Context: an optimization exercise on an open-source flow, tuned for a short achievable clock period and few clock cycles. The choices shown serve that exercise and are no tape-out recipe.
In this exercise RTL edits were held to simulation tests only and were not proved equivalent to the original.
Power and IR drop assume default switching activity.

$ cat design.v
package isa_pkg;
    typedef logic [31:0] word_t;
    typedef logic [4:0]  reg_idx_t;
    localparam int NUM_REGS = 32;
    localparam logic [5:0] OP_RTYPE = 6'b000000;
    localparam logic [5:0] OP_LW    = 6'b100011;
    localparam logic [5:0] OP_SW    = 6'b101011;
    localparam logic [5:0] OP_BEQ   = 6'b000100;
    localparam logic [5:0] OP_ADDI  = 6'b001000;
    localparam logic [5:0] FN_ADD = 6'b100000;
    localparam logic [5:0] FN_SUB = 6'b100010;
    localparam logic [5:0] FN_AND = 6'b100100;
    localparam logic [5:0] FN_OR  = 6'b100101;
    localparam int OP_MSB  = 31;
    localparam int OP_LSB  = 26;
    localparam int RS_MSB  = 25;
    localparam int RS_LSB  = 21;
    localparam int RT_MSB  = 20;
    localparam int RT_LSB  = 16;
    localparam int RD_MSB  = 15;
    localparam int RD_LSB  = 11;
    localparam int IMM_MSB = 15;
    localparam int IMM_LSB = 0;
    localparam int FN_MSB  = 5;
    localparam int FN_LSB  = 0;
endpackage
`timescale 1ns/1ps
module if_pred (
    input  logic [31:0] ins,
    input  logic [29:0] pc,
    input  logic [29:0] pc1,
    input  logic [23:0] pc_hi_m1,
    input  logic [23:0] pc_hi_p1,
    input  logic [23:0] pc_hi_p2,
    input  logic        bt_hit,
    input  logic [29:0] bt_pred,
    input  logic        fz_ok,
    input  logic        fz_zero,
    input  logic [4:0]  d_dest,
    output logic [29:0] pred_pc,
    output logic        f_pt,
    output logic [29:0] f_pred
);
    logic [4:0]  rs;
    logic [4:0]  rt;
    logic [15:0] imm;
    logic        beq;
    logic        short_;
    logic        ubr;
    logic        fz;
    logic [6:0]  lo;
    logic        c6;
    logic [29:0] tgt;
    assign rs     = ins[25:21];
    assign rt     = ins[20:16];
    assign imm    = ins[15:0];
    assign beq    = (ins[31:26] == 6'b000100) && (imm != 16'd0);
    assign short_ = (imm[15:5] == 11'h000) || (imm[15:5] == 11'h7ff);
    assign ubr    = beq && short_ && (rs == rt);
    assign fz     = beq && short_ && fz_ok &&
                    (((rs == d_dest) && (rt == 5'd0)) ||
                     ((rt == d_dest) && (rs == 5'd0)));
    assign c6 = &pc[5:0];
    ks_add #(.W(7)) u_lo (.a({1'b0, pc1[5:0]}), .b({1'b0, imm[5:0]}), .s(lo));
    always_comb begin
        case ({c6, lo[6], imm[5]})
            3'b001:  tgt = {pc_hi_m1, lo[5:0]};
            3'b010,
            3'b100:  tgt = {pc_hi_p1, lo[5:0]};
            3'b110:  tgt = {pc_hi_p2, lo[5:0]};
            3'b111:  tgt = {pc_hi_p1, lo[5:0]};
            default: tgt = {pc[29:6], lo[5:0]};
        endcase
    end
    assign pred_pc = ubr ? tgt :
                     fz  ? (fz_zero ? tgt : pc1) :
                     (bt_hit ? bt_pred : pc1);
    assign f_pt    = ubr || (fz ? fz_zero : bt_hit);
    assign f_pred  = (ubr || fz) ? tgt : bt_pred;
endmodule
`timescale 1ns/1ps
module rf_read (
    input  logic [4:0]         sel,
    input  logic [32*32-1:32]  regs,
    input  logic [31:1]        w_wen,
    input  logic [31:0]        w_data,
    output logic [31:0]        val
);
    always_comb begin
        val = '0;
        for (int j = 1; j < 32; j++) begin
            val = val | (regs[j*32 +: 32] & {32{sel == 5'(j)}});
        end
        if (sel != 5'd0 && w_wen[sel]) val = w_data;
    end
endmodule
`timescale 1ns/1ps
module ks_add #(
    parameter int W = 32
) (
    input  logic [W-1:0] a,
    input  logic [W-1:0] b,
    output logic [W-1:0] s
);
    localparam int L = $clog2(W);
    logic [W-1:0] g [0:L];
    logic [W-1:0] p [0:L];
    logic [W-1:0] x;
    assign x    = a ^ b;
    assign g[0] = {a[W-1:1] & b[W-1:1], a[0] & b[0]};
    assign p[0] = {a[W-1:1] | b[W-1:1], 1'b0};
    for (genvar k = 0; k < L; k++) begin : lvl
        for (genvar i = 0; i < W; i++) begin : bit_
            if (i >= (1 << k)) begin : comb
                assign g[k+1][i] = g[k][i] | (p[k][i] & g[k][i - (1 << k)]);
                assign p[k+1][i] = p[k][i] & p[k][i - (1 << k)];
            end else begin : pass
                assign g[k+1][i] = g[k][i];
                assign p[k+1][i] = p[k][i];
            end
        end
    end
    assign s = x ^ {g[L][W-2:0], 1'b0};
endmodule
module ks_addc #(
    parameter int W = 32
) (
    input  logic [W-1:0] a,
    input  logic [W-1:0] b,
    input  logic         cin,
    output logic [W-1:0] s
);
    localparam int L = $clog2(W);
    logic [W-1:0] g [0:L];
    logic [W-1:0] p [0:L];
    logic [W-1:0] x;
    assign x    = a ^ b;
    assign g[0] = {a[W-1:1] & b[W-1:1], (a[0] & b[0]) | ((a[0] | b[0]) & cin)};
    assign p[0] = {a[W-1:1] | b[W-1:1], 1'b0};
    for (genvar k = 0; k < L; k++) begin : lvl
        for (genvar i = 0; i < W; i++) begin : bit_
            if (i >= (1 << k)) begin : comb
                assign g[k+1][i] = g[k][i] | (p[k][i] & g[k][i - (1 << k)]);
                assign p[k+1][i] = p[k][i] & p[k][i - (1 << k)];
            end else begin : pass
                assign g[k+1][i] = g[k][i];
                assign p[k+1][i] = p[k][i];
            end
        end
    end
    assign s = x ^ {g[L][W-2:0], cin};
endmodule
module ks_inc #(
    parameter int W = 30
) (
    input  logic [W-1:0] a,
    output logic [W-1:0] s
);
    localparam int L = $clog2(W);
    logic [W-1:0] p [0:L];
    assign p[0] = a;
    for (genvar k = 0; k < L; k++) begin : lvl
        for (genvar i = 0; i < W; i++) begin : bit_
            if (i >= (1 << k)) begin : comb
                assign p[k+1][i] = p[k][i] & p[k][i - (1 << k)];
            end else begin : pass
                assign p[k+1][i] = p[k][i];
            end
        end
    end
    assign s = a ^ {p[L][W-2:0], 1'b1};
endmodule
module res_eq (
    input  logic [31:0] a,
    input  logic [31:0] b,
    input  logic [31:0] bx,
    input  logic        cin,
    input  logic        is_and,
    input  logic        is_or,
    input  logic [31:0] z,
    output logic        eq
);
    logic [31:0] t;
    logic [31:0] m;
    assign t = a ^ bx ^ z;
    assign m = (a & bx) | ((a | bx) & t);
    always_comb begin
        if (is_and)     eq = ((a & b) == z);
        else if (is_or) eq = ((a | b) == z);
        else            eq = (t[0] == cin) && (m[30:0] == t[31:1]);
    end
endmodule
module zero_sum (
    input  logic [31:0] a,
    input  logic [31:0] b,
    output logic        zero
);
    logic [31:0] x;
    logic [31:0] o;
    assign x    = a ^ b;
    assign o    = a | b;
    assign zero = !x[0] && (x[31:1] == o[30:0]);
endmodule
`timescale 1ns/1ps
module sum_dec (
    input  logic [7:0]  a,
    input  logic [7:0]  b,
    output logic [63:0] onehot
);
    logic [7:0] x;
    logic [7:0] g;
    logic [7:0] p;
    logic       c2;
    assign x  = a ^ b;
    assign g  = a & b;
    assign p  = a | b;
    assign c2 = g[1] | (p[1] & g[0]);
    always_comb begin
        for (int k = 0; k < 64; k++) begin
            onehot[k] = 1'b1;
            for (int i = 0; i < 6; i++) begin
                if (i == 0) begin
                    onehot[k] = onehot[k] & ((x[2] ^ k[0]) == c2);
                end else begin
                    onehot[k] = onehot[k] &
                                ((x[i+2] ^ k[i]) == (k[i-1] ? g[i+1] : p[i+1]));
                end
            end
        end
    end
endmodule
`timescale 1ns/1ps
module mips_pipeline_top #(
    parameter int DMEM_WORDS = 64
) (
    input  logic        clk,
    input  logic        rst_n,
    output logic [31:0] imem_addr,
    input  logic [31:0] imem_data,
    output logic        wb_we,
    output logic [4:0]  wb_addr,
    output logic [31:0] wb_data
);
    localparam int BTB_N = 16;
    localparam int TAG_W = 8;
    logic [29:0] pc;
    logic        d_v;
    logic [29:0] d_pc;
    logic [29:0] d_pc1;
    logic [29:0] d_tgt;
    logic        d_pt;
    logic [29:0] d_pred;     
    logic        d_r;        
    logic        d_addi;
    logic        d_urs;      
    logic        d_urt;      
    logic        d_and;
    logic        d_or;
    logic        d_sub;
    logic        d_lw;
    logic        d_sw;
    logic        d_ubr;      
    logic        d_cbr;      
    logic        d_we;
    logic [4:0]  d_dest;
    logic [31:0] d_simm;
    logic [31:0] d_rsv;      
    logic [31:0] d_rtv;
    logic        d_fa;       
    logic        d_fb;
    logic        e_v;
    logic        e_we;
    logic [4:0]  e_dest;
    logic        e_and;
    logic        e_or;
    logic        e_sub;
    logic        e_lw;
    logic        e_sw;
    logic [31:0] e_a;
    logic [31:0] e_ax;       
    logic [31:0] e_b;
    logic [31:0] e_bx;       
    logic        e_add;      
    logic [31:0] e_rt;
    logic [63:0] e_idx;      
    logic [31:1] w_wen;      
    logic [4:0]  w_addr;
    logic [31:0] w_data;
    logic        o_we;       
    logic [4:0]  o_addr;
    logic [31:0] o_data;
    logic [29:0] o_pc;       
    logic [31:0] regs [1:31];
    logic [31:0] dmem [DMEM_WORDS];
    logic [BTB_N-1:0] bt_v;
    logic [TAG_W-1:0] bt_tag [BTB_N];
    logic [29:0] bt_tgt [BTB_N];
    logic        u_v;
    logic        u_set;
    logic [3:0]  u_idx;
    logic [TAG_W-1:0] u_tag;
    logic [29:0] u_tgt;
    logic [29:0]      pc1;
    logic [BTB_N-1:0] bt_hits;
    logic             bt_hit;
    logic [29:0]      bt_pred;
    logic [29:0]      pred_pc;
    logic             id_redir;
    logic [29:0]      next_pc;
    logic [29:0]      next_mv;
    logic             stall;
    logic [5:0]       f_op;
    logic [5:0]       f_fn;
    logic [4:0]       f_rs;
    logic [4:0]       f_rt;
    logic [4:0]       f_rd;
    logic [15:0]      f_imm;
    logic             f_r;
    logic             f_addi;
    logic             f_lw;
    logic             f_sw;
    logic             f_beq;
    logic [23:0]      pc_hi_m1;
    logic [23:0]      pc_hi_p1;
    logic [23:0]      pc_hi_p2;
    logic             f_pt;
    logic [29:0]      f_pred;
    logic [4:0]       f_dest;
    logic [31:0]      f_rsv;
    logic [31:0]      f_rtv;
    logic [29:0]      f_tgt;
    assign imem_addr = {o_pc, 2'b00};
    ks_inc #(.W(30)) u_pc_inc (.a(pc), .s(pc1));
    always_comb begin
        bt_pred = '0;
        for (int j = 0; j < BTB_N; j++) begin
            bt_hits[j] = bt_v[j] && (pc[3:0] == 4'(j)) && (bt_tag[j] == pc[TAG_W+3:4]);
            bt_pred    = bt_pred | (bt_tgt[j] & {30{bt_hits[j]}});
        end
    end
    assign bt_hit  = |bt_hits;
    logic        fz_ok;
    logic        fz_zero;
    logic        fz_add0;
    logic [31:0] fz_y;
    assign fz_ok   = d_v && d_we && !d_fa &&
                     (d_addi || (d_r && !d_and && !d_or && !d_fb));
    assign fz_y    = d_addi ? d_simm : d_rtv;
    zero_sum u_fz (.a(d_rsv), .b(fz_y), .zero(fz_add0));
    assign fz_zero = d_sub ? (d_rsv == d_rtv) : fz_add0;
    if_pred u_if_pred (
        .ins      (imem_data),
        .pc       (pc),
        .pc1      (pc1),
        .pc_hi_m1 (pc_hi_m1),
        .pc_hi_p1 (pc_hi_p1),
        .pc_hi_p2 (pc_hi_p2),
        .bt_hit   (bt_hit),
        .bt_pred  (bt_pred),
        .fz_ok    (fz_ok),
        .fz_zero  (fz_zero),
        .d_dest   (d_dest),
        .pred_pc  (pred_pc),
        .f_pt     (f_pt),
        .f_pred   (f_pred)
    );
    logic [29:0] next_eq;
    logic [29:0] next_ne;
    logic        sel_hold;
    logic [1:0]  sel_tgt;
    logic [1:0]  sel_pc1;
    logic [1:0]  sel_pred;
    assign sel_hold = stall;
    for (genvar v = 0; v < 2; v++) begin : nx
        assign sel_tgt[v]  = id_redir_v[v] && id_taken_v[v];
        assign sel_pc1[v]  = id_redir_v[v] && !id_taken_v[v];
        assign sel_pred[v] = !stall && !id_redir_v[v];
    end
    assign next_ne = ({30{sel_tgt[0]}}  & d_tgt)  |
                     ({30{sel_pc1[0]}}  & d_pc1)  |
                     ({30{sel_pred[0]}} & pred_pc);
    assign next_eq = ({30{sel_tgt[1]}}  & d_tgt)  |
                     ({30{sel_pc1[1]}}  & d_pc1)  |
                     ({30{sel_pred[1]}} & pred_pc);
    assign next_mv = id_eq ? next_eq : next_ne;
    assign next_pc = next_mv | ({30{sel_hold}} & pc);
    assign f_op  = imem_data[31:26];
    assign f_fn  = imem_data[5:0];
    assign f_rs  = imem_data[25:21];
    assign f_rt  = imem_data[20:16];
    assign f_rd  = imem_data[15:11];
    assign f_imm = imem_data[15:0];
    assign f_r    = (f_op == 6'b000000) && (f_fn == 6'b100000 || f_fn == 6'b100010 ||
                                            f_fn == 6'b100100 || f_fn == 6'b100101);
    assign f_addi = (f_op == 6'b001000);
    assign f_lw   = (f_op == 6'b100011);
    assign f_sw   = (f_op == 6'b101011);
    assign f_beq  = (f_op == 6'b000100) && (f_imm != 16'd0);
    ks_add #(.W(24)) u_hi_m1 (.a(pc[29:6]), .b({24{1'b1}}), .s(pc_hi_m1));
    ks_inc #(.W(24)) u_hi_p1 (.a(pc[29:6]), .s(pc_hi_p1));
    ks_add #(.W(24)) u_hi_p2 (.a(pc[29:6]), .b(24'd2), .s(pc_hi_p2));
    assign f_dest = f_r ? f_rd : f_rt;
    logic [32*32-1:32] regs_flat;
    always_comb begin
        for (int j = 1; j < 32; j++) regs_flat[j*32 +: 32] = regs[j];
    end
    rf_read u_rf_rs (.sel(f_rs), .regs(regs_flat), .w_wen(w_wen), .w_data(w_data), .val(f_rsv));
    rf_read u_rf_rt (.sel(f_rt), .regs(regs_flat), .w_wen(w_wen), .w_data(w_data), .val(f_rtv));
    ks_addc #(.W(30)) u_f_tgt (.a(pc), .b({{14{f_imm[15]}}, f_imm}), .cin(1'b1), .s(f_tgt));
    logic [31:0] rs_val;
    logic [31:0] rt_val;
    logic [63:0] midx;       
    logic [31:0] res;
    logic        eq_id;
    logic        eq_fwd;
    logic        id_res;
    logic        id_taken;
    logic        id_eq;
    logic [1:0]  id_taken_v;
    logic [1:0]  id_redir_v;
    logic        tgt_ok;
    logic        id_pt;
    assign rs_val = d_rsv;
    assign rt_val = d_rtv;
    sum_dec u_midx (.a(rs_val[7:0]), .b(d_simm[7:0]), .onehot(midx));
    assign stall = d_v && (((d_lw || d_sw) && d_fa) ||
                           (e_lw && ((d_fa && d_urs) || (d_fb && d_urt))));
    assign tgt_ok   = (d_pred == d_tgt);
    assign id_pt    = d_pt && d_cbr && tgt_ok;
    assign id_res   = d_ubr || d_cbr;
    assign eq_id    = (rs_val == rt_val);
    assign id_eq    = (d_fa || d_fb) ? eq_fwd : eq_id;
    for (genvar v = 0; v < 2; v++) begin : rd
        assign id_taken_v[v] = id_res && (d_ubr || (v != 0));
        assign id_redir_v[v] = d_v && !stall && (id_taken_v[v] ? !(d_pt && tgt_ok) :
                                       id_res        ? d_pt : (d_pt && !id_pt));
    end
    assign id_taken = id_eq ? id_taken_v[1] : id_taken_v[0];
    assign id_redir = id_eq ? id_redir_v[1] : id_redir_v[0];
    always_ff @(posedge clk or negedge rst_n) begin
        if (!rst_n) begin
            pc     <= '0;
            o_pc   <= '0;
            d_v    <= 1'b0;
            d_pc   <= '0;
            d_pc1  <= '0;
            d_tgt  <= '0;
            d_pt   <= 1'b0;
            d_pred <= '0;
            d_r    <= 1'b0;
            d_addi <= 1'b0;
            d_urs  <= 1'b0;
            d_urt  <= 1'b0;
            d_and  <= 1'b0;
            d_or   <= 1'b0;
            d_sub  <= 1'b0;
            d_lw   <= 1'b0;
            d_sw   <= 1'b0;
            d_ubr  <= 1'b0;
            d_cbr  <= 1'b0;
            d_we   <= 1'b0;
            d_dest <= '0;
            d_simm <= '0;
            d_rsv  <= '0;
            d_rtv  <= '0;
            d_fa   <= 1'b0;
            d_fb   <= 1'b0;
        end else begin
            pc     <= next_pc;
            if (!sel_hold) o_pc <= next_mv;
            if (stall) begin
                if (d_fa) d_rsv <= res;
                if (d_fb) d_rtv <= res;
                d_fa  <= 1'b0;
                d_fb  <= 1'b0;
            end else begin
                d_v    <= !id_redir;
                d_pc   <= pc;
                d_pc1  <= pc1;
                d_tgt  <= f_tgt;
                d_pt   <= f_pt;
                d_pred <= f_pred;
                d_r    <= f_r;
                d_addi <= f_addi;
                d_urs  <= f_r || f_addi || f_lw || f_sw || f_beq;
                d_urt  <= f_r || f_sw || f_beq;
                d_and  <= f_r && f_fn[2] && !f_fn[0];
                d_or   <= f_r && f_fn[2] && f_fn[0];
                d_sub  <= f_r && !f_fn[2] && f_fn[1];
                d_lw   <= f_lw;
                d_sw   <= f_sw;
                d_ubr  <= f_beq && (f_rs == f_rt);
                d_cbr  <= f_beq && (f_rs != f_rt);
                d_we   <= (f_r || f_addi || f_lw) && (f_dest != 5'd0);
                d_dest <= f_dest;
                d_simm <= {{16{f_imm[15]}}, f_imm};
                d_rsv  <= (e_v && e_we && e_dest == f_rs) ? res : f_rsv;
                d_rtv  <= (e_v && e_we && e_dest == f_rt) ? res : f_rtv;
                d_fa   <= d_v && d_we && (d_dest == f_rs);
                d_fb   <= d_v && d_we && (d_dest == f_rt);
            end
        end
    end
    always_ff @(posedge clk or negedge rst_n) begin
        if (!rst_n) begin
            e_v    <= 1'b0;
            e_we   <= 1'b0;
            e_dest <= '0;
            e_and  <= 1'b0;
            e_or   <= 1'b0;
            e_sub  <= 1'b0;
            e_lw   <= 1'b0;
            e_sw   <= 1'b0;
            e_a    <= '0;
            e_ax   <= '0;
            e_b    <= '0;
            e_bx   <= '0;
            e_add  <= 1'b0;
            e_rt   <= '0;
            e_idx  <= '0;
        end else begin
            e_v    <= d_v && !stall;
            e_we   <= d_we;
            e_dest <= d_dest;
            e_and  <= d_and;
            e_or   <= d_or;
            e_sub  <= d_sub;
            e_lw   <= d_lw;
            e_sw   <= d_sw;
            e_a    <= d_fa ? res_alu : rs_val;
            e_ax   <= d_fa ? (res_alu ^ {32{d_sub}}) : (rs_val ^ {32{d_sub}});
            e_b    <= !d_r ? d_simm : (d_fb ? res_alu : rt_val);
            e_bx   <= !d_r ? d_simm : (d_fb ? (res_alu ^ {32{d_sub}}) : (rt_val ^ {32{d_sub}}));
            e_add  <= !(d_and || d_or || d_sub || d_lw);
            e_rt   <= d_fb ? res_alu : rt_val;
            e_idx  <= midx;
        end
    end
    logic [31:0] sum;
    logic [31:0] ld;
    logic [31:0] res_alu;    
    logic        chk_rs;
    logic        chk_rt;
    ks_add #(.W(32)) u_add (.a(e_ax), .b(e_b), .s(sum));
    always_comb begin
        ld = '0;
        for (int j = 0; j < DMEM_WORDS; j++) begin
            ld = ld | (dmem[j] & {32{e_idx[j]}});
        end
    end
    assign res_alu = ({32{e_and}} & (e_a & e_b)) |
                     ({32{e_or}}  & (e_a | e_b)) |
                     ({32{e_add}} & sum) |
                     ({32{e_sub}} & ~sum);
    assign res     = e_lw ? ld : res_alu;
    res_eq u_chk_rt (.a(e_a), .b(e_b), .bx(e_bx), .cin(e_sub), .is_and(e_and),
                     .is_or(e_or), .z(rt_val), .eq(chk_rt));
    res_eq u_chk_rs (.a(e_a), .b(e_b), .bx(e_bx), .cin(e_sub), .is_and(e_and),
                     .is_or(e_or), .z(rs_val), .eq(chk_rs));
    assign eq_fwd = d_fa ? chk_rt : chk_rs;
    always_ff @(posedge clk or negedge rst_n) begin
        if (!rst_n) begin
            w_wen  <= '0;
            w_addr <= '0;
            w_data <= '0;
        end else begin
            for (int j = 1; j < 32; j++) w_wen[j] <= e_v && e_we && (e_dest == 5'(j));
            w_addr <= e_dest;
            w_data <= res;
        end
    end
    always_ff @(posedge clk or negedge rst_n) begin
        if (!rst_n) begin
            o_we   <= 1'b0;
            o_addr <= '0;
            o_data <= '0;
        end else begin
            o_we <= e_v && e_we;
            if (e_v && e_we) begin
                o_addr <= e_dest;
                o_data <= res;
            end
        end
    end
    always_ff @(posedge clk or negedge rst_n) begin
        if (!rst_n) begin
            for (int i = 0; i < DMEM_WORDS; i++) dmem[i] <= '0;
        end else begin
            for (int i = 0; i < DMEM_WORDS; i++) begin
                if (e_v && e_sw && e_idx[i]) dmem[i] <= e_rt;
            end
        end
    end
    always_ff @(posedge clk or negedge rst_n) begin
        if (!rst_n) begin
            for (int i = 1; i < 32; i++) regs[i] <= '0;
        end else begin
            for (int j = 1; j < 32; j++) begin
                if (w_wen[j]) regs[j] <= w_data;
            end
        end
    end
    assign wb_we   = o_we;
    assign wb_addr = o_addr;
    assign wb_data = o_data;
    always_ff @(posedge clk or negedge rst_n) begin
        if (!rst_n) begin
            u_v   <= 1'b0;
            u_set <= 1'b0;
            u_idx <= '0;
            u_tag <= '0;
            u_tgt <= '0;
        end else begin
            u_v   <= id_redir;
            u_set <= id_taken;
            u_idx <= d_pc[3:0];
            u_tag <= d_pc[TAG_W+3:4];
            u_tgt <= d_tgt;
        end
    end
    always_ff @(posedge clk or negedge rst_n) begin
        if (!rst_n) begin
            bt_v <= '0;
            for (int i = 0; i < BTB_N; i++) begin
                bt_tag[i] <= '0;
                bt_tgt[i] <= '0;
            end
        end else if (u_v) begin
            bt_v[u_idx]   <= u_set;
            bt_tag[u_idx] <= u_tag;
            bt_tgt[u_idx] <= u_tgt;
        end
    end
endmodule
$ cat run.sh
#!/bin/bash
# synth_recipe.tcl (not shown) runs the flow's synth.tcl, then flattens the netlist and writes it again
# the make line also repeats each setting of config.mk as NAME=value (left out here)
make -C /OpenROAD-flow-scripts/flow DESIGN_CONFIG=/design/flow/config.mk WORK_HOME=/design/flow/orfs CLKGATE_MAP_FILE= SYNTH_SCRIPT=/design/flow/synth_recipe.tcl finish
$ cat constraint.sdc
create_clock -name core_clock -period 7.0 [get_ports {clk}]
set_input_delay 1.4000 -clock core_clock [delete_from_list [all_inputs] [get_ports {clk}]]
set_output_delay 1.4000 -clock core_clock [all_outputs]
set_load 0.01 [all_outputs]
$ cat config.mk
export PLATFORM = sky130hd
export DESIGN_NAME = mips_pipeline_top
export DESIGN_NICKNAME = mips_pipeline_top
export VERILOG_FILES = /design/flow/design.v
export SDC_FILE = /design/flow/constraint.sdc
export NUM_CORES = 4
export LEC_CHECK = 0
export CAP_MARGIN = 20
export CELL_PAD_IN_SITES_DETAIL_PLACEMENT = 1
export CELL_PAD_IN_SITES_GLOBAL_PLACEMENT = 2
export CORE_MARGIN = 2
export CORE_UTILIZATION = 45
export SETUP_SLACK_MARGIN = 4.0
export SLEW_MARGIN = 20
export SYNTH_HIERARCHICAL = 1
==> reports/summary.txt <==
run status -> complete, no violations
Worst Tran Pin Value -> 1.298 ns
largest net degree at the start of global routing -> 179
prevailing post-synth register cell -> dfrtp_1
worst skew pair latency -> 1.14 ns
Die H -> 692.0 um
critical path class -> flop to flop
Max transition margin -> 13.44%
Syn-to-layout area delta -> 20.69%
CTS tree -> yes
asr flop ratio synth -> 100.0%
Final #Nets -> 18,630
Setup WS pre-CTS -> 1.338 ns
critical path startpoint category -> flop
largest family of logic cells by synthesized area -> multiplexers
die area -> 478,900 sq um
share of post-route cells with drive strength above 1 -> 41.40%
core area -> 471,400 sq um
die width -> 692.0 um
Slew Limit Fails -> 0
Setup WS post-layout -> 2.951 ns
Placer Congestion -> 1.044
Cells after Synth -> 17,470
static power due to leakage -> 0.1209 uW
maximum vdd drop -> 0.3050 mV
compound-gate portion of the synthesized area -> 10.54%
worst hold path type -> input port to async pin
Setup TNS Final -> 0 ns
Worst-path clk slew -> 0.06 ns
Yosys top cell area share -> 50.62%
warning count from the yosys run -> 31
DR vias -> 172,600
port bufs -> 101
mux share of post-synthesis cell area -> 22.86%
DP Wirelength -> 713,200 um
simple-gate share of the synthesized area -> 6.825%
Tcrit/Tclk final -> 57.84%
Starting Density -> 45.19%
1st-iter DRT viols -> 22,230
TritonCTS Buffers -> 471
first-pass GRT wire length -> 1,533,000 um
worst reg2reg setup slack -> 2.95 ns
Worst Reg-to-Reg Cells -> 17
antenna violations before repair -> 99
CP max FO -> 8
Synth cell types -> 130
hold buffers post-CTS -> 0
setup violators final -> 0
total grt overflow -> 0
filler instances -> 46,530
Synth Area in Adders -> 2.301%
final wirelength -> 1,147,000 um
Via density -> 6.921
Synth area leaders -> dfrtp_1, mux2_2, a22oi_1
FP Rows -> 252
RR Endpoint -> pc[10]$_DFF_PN0_
Final Skew -> 0.1469 ns
DRC viols -> 0
f_max -> 247.0 MHz
RSZ-0062 raised after global routing -> true
pwr/cell area -> 283.8 nW/um^2
R2R Path Start -> d_rtv[4]$_DFFE_PN0P_
vias in the first global route -> 169,800
Seq/Total Area, Yosys -> 50.62%
clock period minus worst slack -> 4.049 ns
WP data required -> 7.88 ns
wire length per cell -> 45.98 um
Synth Area in XOR/XNOR -> 2.884%
Clock Path Buffers -> 4
Worst setup EP type -> flop
clk sink count -> 4,309
Synth Area per Inst -> 12.20 sq um
first drt pass iteration count -> 9
mapped cell area -> 213,000 sq um
dominant cell type by area after synthesis -> dfrtp_1
total global-route track usage -> 46.68%
H-tree depth -> 5
Worst EP arrival -> 4.93 ns
Post-synth EDFFs -> 0
Final ANT Viol Nets -> 0
CTS root buf -> clkbuf_16
Max Cap Viol -> 0
Final Hold Viols -> 0
Yosys reg bits -> 4,309
# IOs -> 104
## worst max-delay path by stage
stage | start | to | depth (start not counted)
final | d_rtv[4]$_DFFE_PN0P_ | pc[10]$_DFF_PN0_ | 17
after global routing | d_rtv[4]$_DFFE_PN0P_ | pc[24]$_DFF_PN0_ | 17
after CTS | d_rtv[4]$_DFFE_PN0P_ | pc[24]$_DFF_PN0_ | 17
after detailed placement | imem_data[16] | d_rtv[18]$_DFFE_PN0P_ | 14
after global placement | imem_data[16] | d_rtv[28]$_DFFE_PN0P_ | 13
after floorplan | imem_data[0] | d_pred[29]$_DFFE_PN0N_ | 13
## cells in the mapped netlist (41+ instances only)
master	count
ha_1	283
and4_1	56
a21oi_1	272
a221oi_1	357
inv_1	525
a22oi_1	1031
a32oi_1	46
nand2_1	1016
xnor2_1	503
nand4_1	451
o21ai_0	209
a222oi_1	90
fa_1	68
clkbuf_1	734
nor4_1	103
dfrtp_1	4309
mux2_2	3947
nor3_1	164
nor2_1	433
buf_6	41
nand3_1	170
xor2_1	191
and3_1	59
o22ai_1	104
a22o_1	373
nor2b_1	65
buf_4	48
buf_2	234
mux2i_1	343
buf_1	413
## registers in the layout (all words and copies together), names as in the netlist, 30 cells and up
register  count
d_rtv        32
dmem       2048
e_b          32
e_a          32
w_wen        31
o_data       32
d_tgt        30
d_rsv        32
regs        992
e_ax         32
bt_tgt      480
u_tgt        30
w_data       32
e_idx        64
d_pc1        30
pc           30
bt_tag      128
e_bx         32
e_rt         32
d_pred       30
o_pc         30
## cell type report
cell class / count / area (sq um) / share of cell area [%]
flip-flops and latches: 4309 / 108400 / 42.16
multi-input cells: 11230 / 104000 / 40.44
repair buffers: 1684 / 18150 / 7.061
clock buffers: 713 / 14160 / 5.509
well taps: 6223 / 7786 / 3.029
clock inverters: 159 / 2346 / 0.9125
inverters: 548 / 2107 / 0.8195
diodes: 69 / 172.7 / 0.06716
## what timing repair did
action,in CTS,in global routing
pin swaps,328,252
endpoints found under the setup margin,1010,459
cloned,26,9
gates resized for setup,1631,478
endpoints found under the hold margin,0,0
setup buffers,599,211
## worst max-delay path, cell delays in order (launching register included)
cell	delay, ns
dfrtp_4	0.60
buf_6	0.19
inv_4	0.04
fa_2	0.60
xor2_4	0.20
nand4_1	0.14
nor4_2	0.31
nand4_1	0.21
o211ai_2	0.13
nand2_1	0.10
o21ai_2	0.13
a21o_1	0.19
a41oi_4	0.08
mux2i_4	0.31
buf_12	0.20
buf_16	0.16
nand3_2	0.09
nand4_1	0.11
## report_power, final
part / internal (uW) / switching, uW
Sequential: 26000 / 2670
Clock: 15600 / 11300
Combinational: 6510 / 10900
Total: 48100 / 24800
## routing by layer
| metal | GRT usage, % | routed length [um] |
|---|---|---|
| met5 | 0 | 329 |
| met3 | 14.15 | 126200 |
| met2 | 67.22 | 478300 |
| met1 | 59.70 | 438300 |
| met4 | 33.44 | 103400 |
## per-module statistics from Yosys, one instance, submodules excluded, excerpt
module | area [sq um] | times used
mips_pipeline_top | 177500 | 1
rf_read | 8218 | 2
if_pred | 3241 | 1
res_eq | 2095 | 2
sum_dec | 1007 | 1
zero_sum | 973.4 | 1
## logic make-up after synthesis
kind of cell / Yosys count
adders and majority gates: 351
muxes: 4330
other: 3
and+or+nand+nor: 2825
AOI/OAI and AO/OA: 2922
buffers and inverters: 2027
DFF: 4309
xor gates and xnor gates: 698
## through the flow
stage | instances | instance area, sq um | util, % | hold WS, ns | power, uW
2_1_floorplan | 17560 | 215100 | - | 0.3519 | 34310
3_3_place_gp | 23140 | 224700 | 47.66 | 0.3574 | 41800
3_5_place_dp | 23150 | 224700 | 47.68 | 0.3611 | 41890
4_1_cts | 24650 | 252800 | 53.63 | 0.3054 | 71210
5_1_grt | 24880 | 257000 | 54.51 | 0.3143 | 74380
6_report | 24940 | 257100 | 54.54 | 0.2888 | 72960
## layout by cell type, fill, tap and decap left out, types with 340 or more instances in the layout
| cell type | count |
|---|---|
| nand2_1 | 928 |
| buf_6 | 340 |
| buf_4 | 965 |
| clkbuf_16 | 490 |
| nand4_1 | 451 |
| mux2_2 | 3806 |
| xnor2_1 | 476 |
| inv_1 | 455 |
| a22oi_1 | 987 |
| dfrtp_1 | 4070 |
| a22o_1 | 371 |
| nor2_1 | 411 |
Testbench counts, summed over its fixed seeds: cycles 34,590.

-- static timing again, ports no longer ideal --
The flow's constraints put no driver on any port. The routed layout listed below was extracted and timed again, unchanged, in two steps.
Step 1 (the two cells are an assumption about what drives the block):
set clk [get_ports {clk}]
set_driving_cell -lib_cell sky130_fd_sc_hd__clkbuf_16 $clk
set_driving_cell -lib_cell sky130_fd_sc_hd__buf_2 [delete_from_list [all_inputs] $clk]
Step 2 adds t to the input delays and takes it off the output delays; t is the mean of the earliest and latest rising clock arrival at the registers after step 1. Input paths then give back, and output paths get back, about the clock's delay inside the block.
Three values: ideal, step 1, step 2; two values: the first two.
shift t [ns]: 1.208
setup WS [ns]: 2.951 / 2.951 / 1.894
clock arrival spread, ns: 0.151 / 0.151
worst slew at a driven data input, ns: 0.36
cell pins on the clock port's net: 1
After both steps setup and hold are still met in this run. The setup slack of this run moves by 0.000 ns with the drivers and by -1.057 ns with both steps.
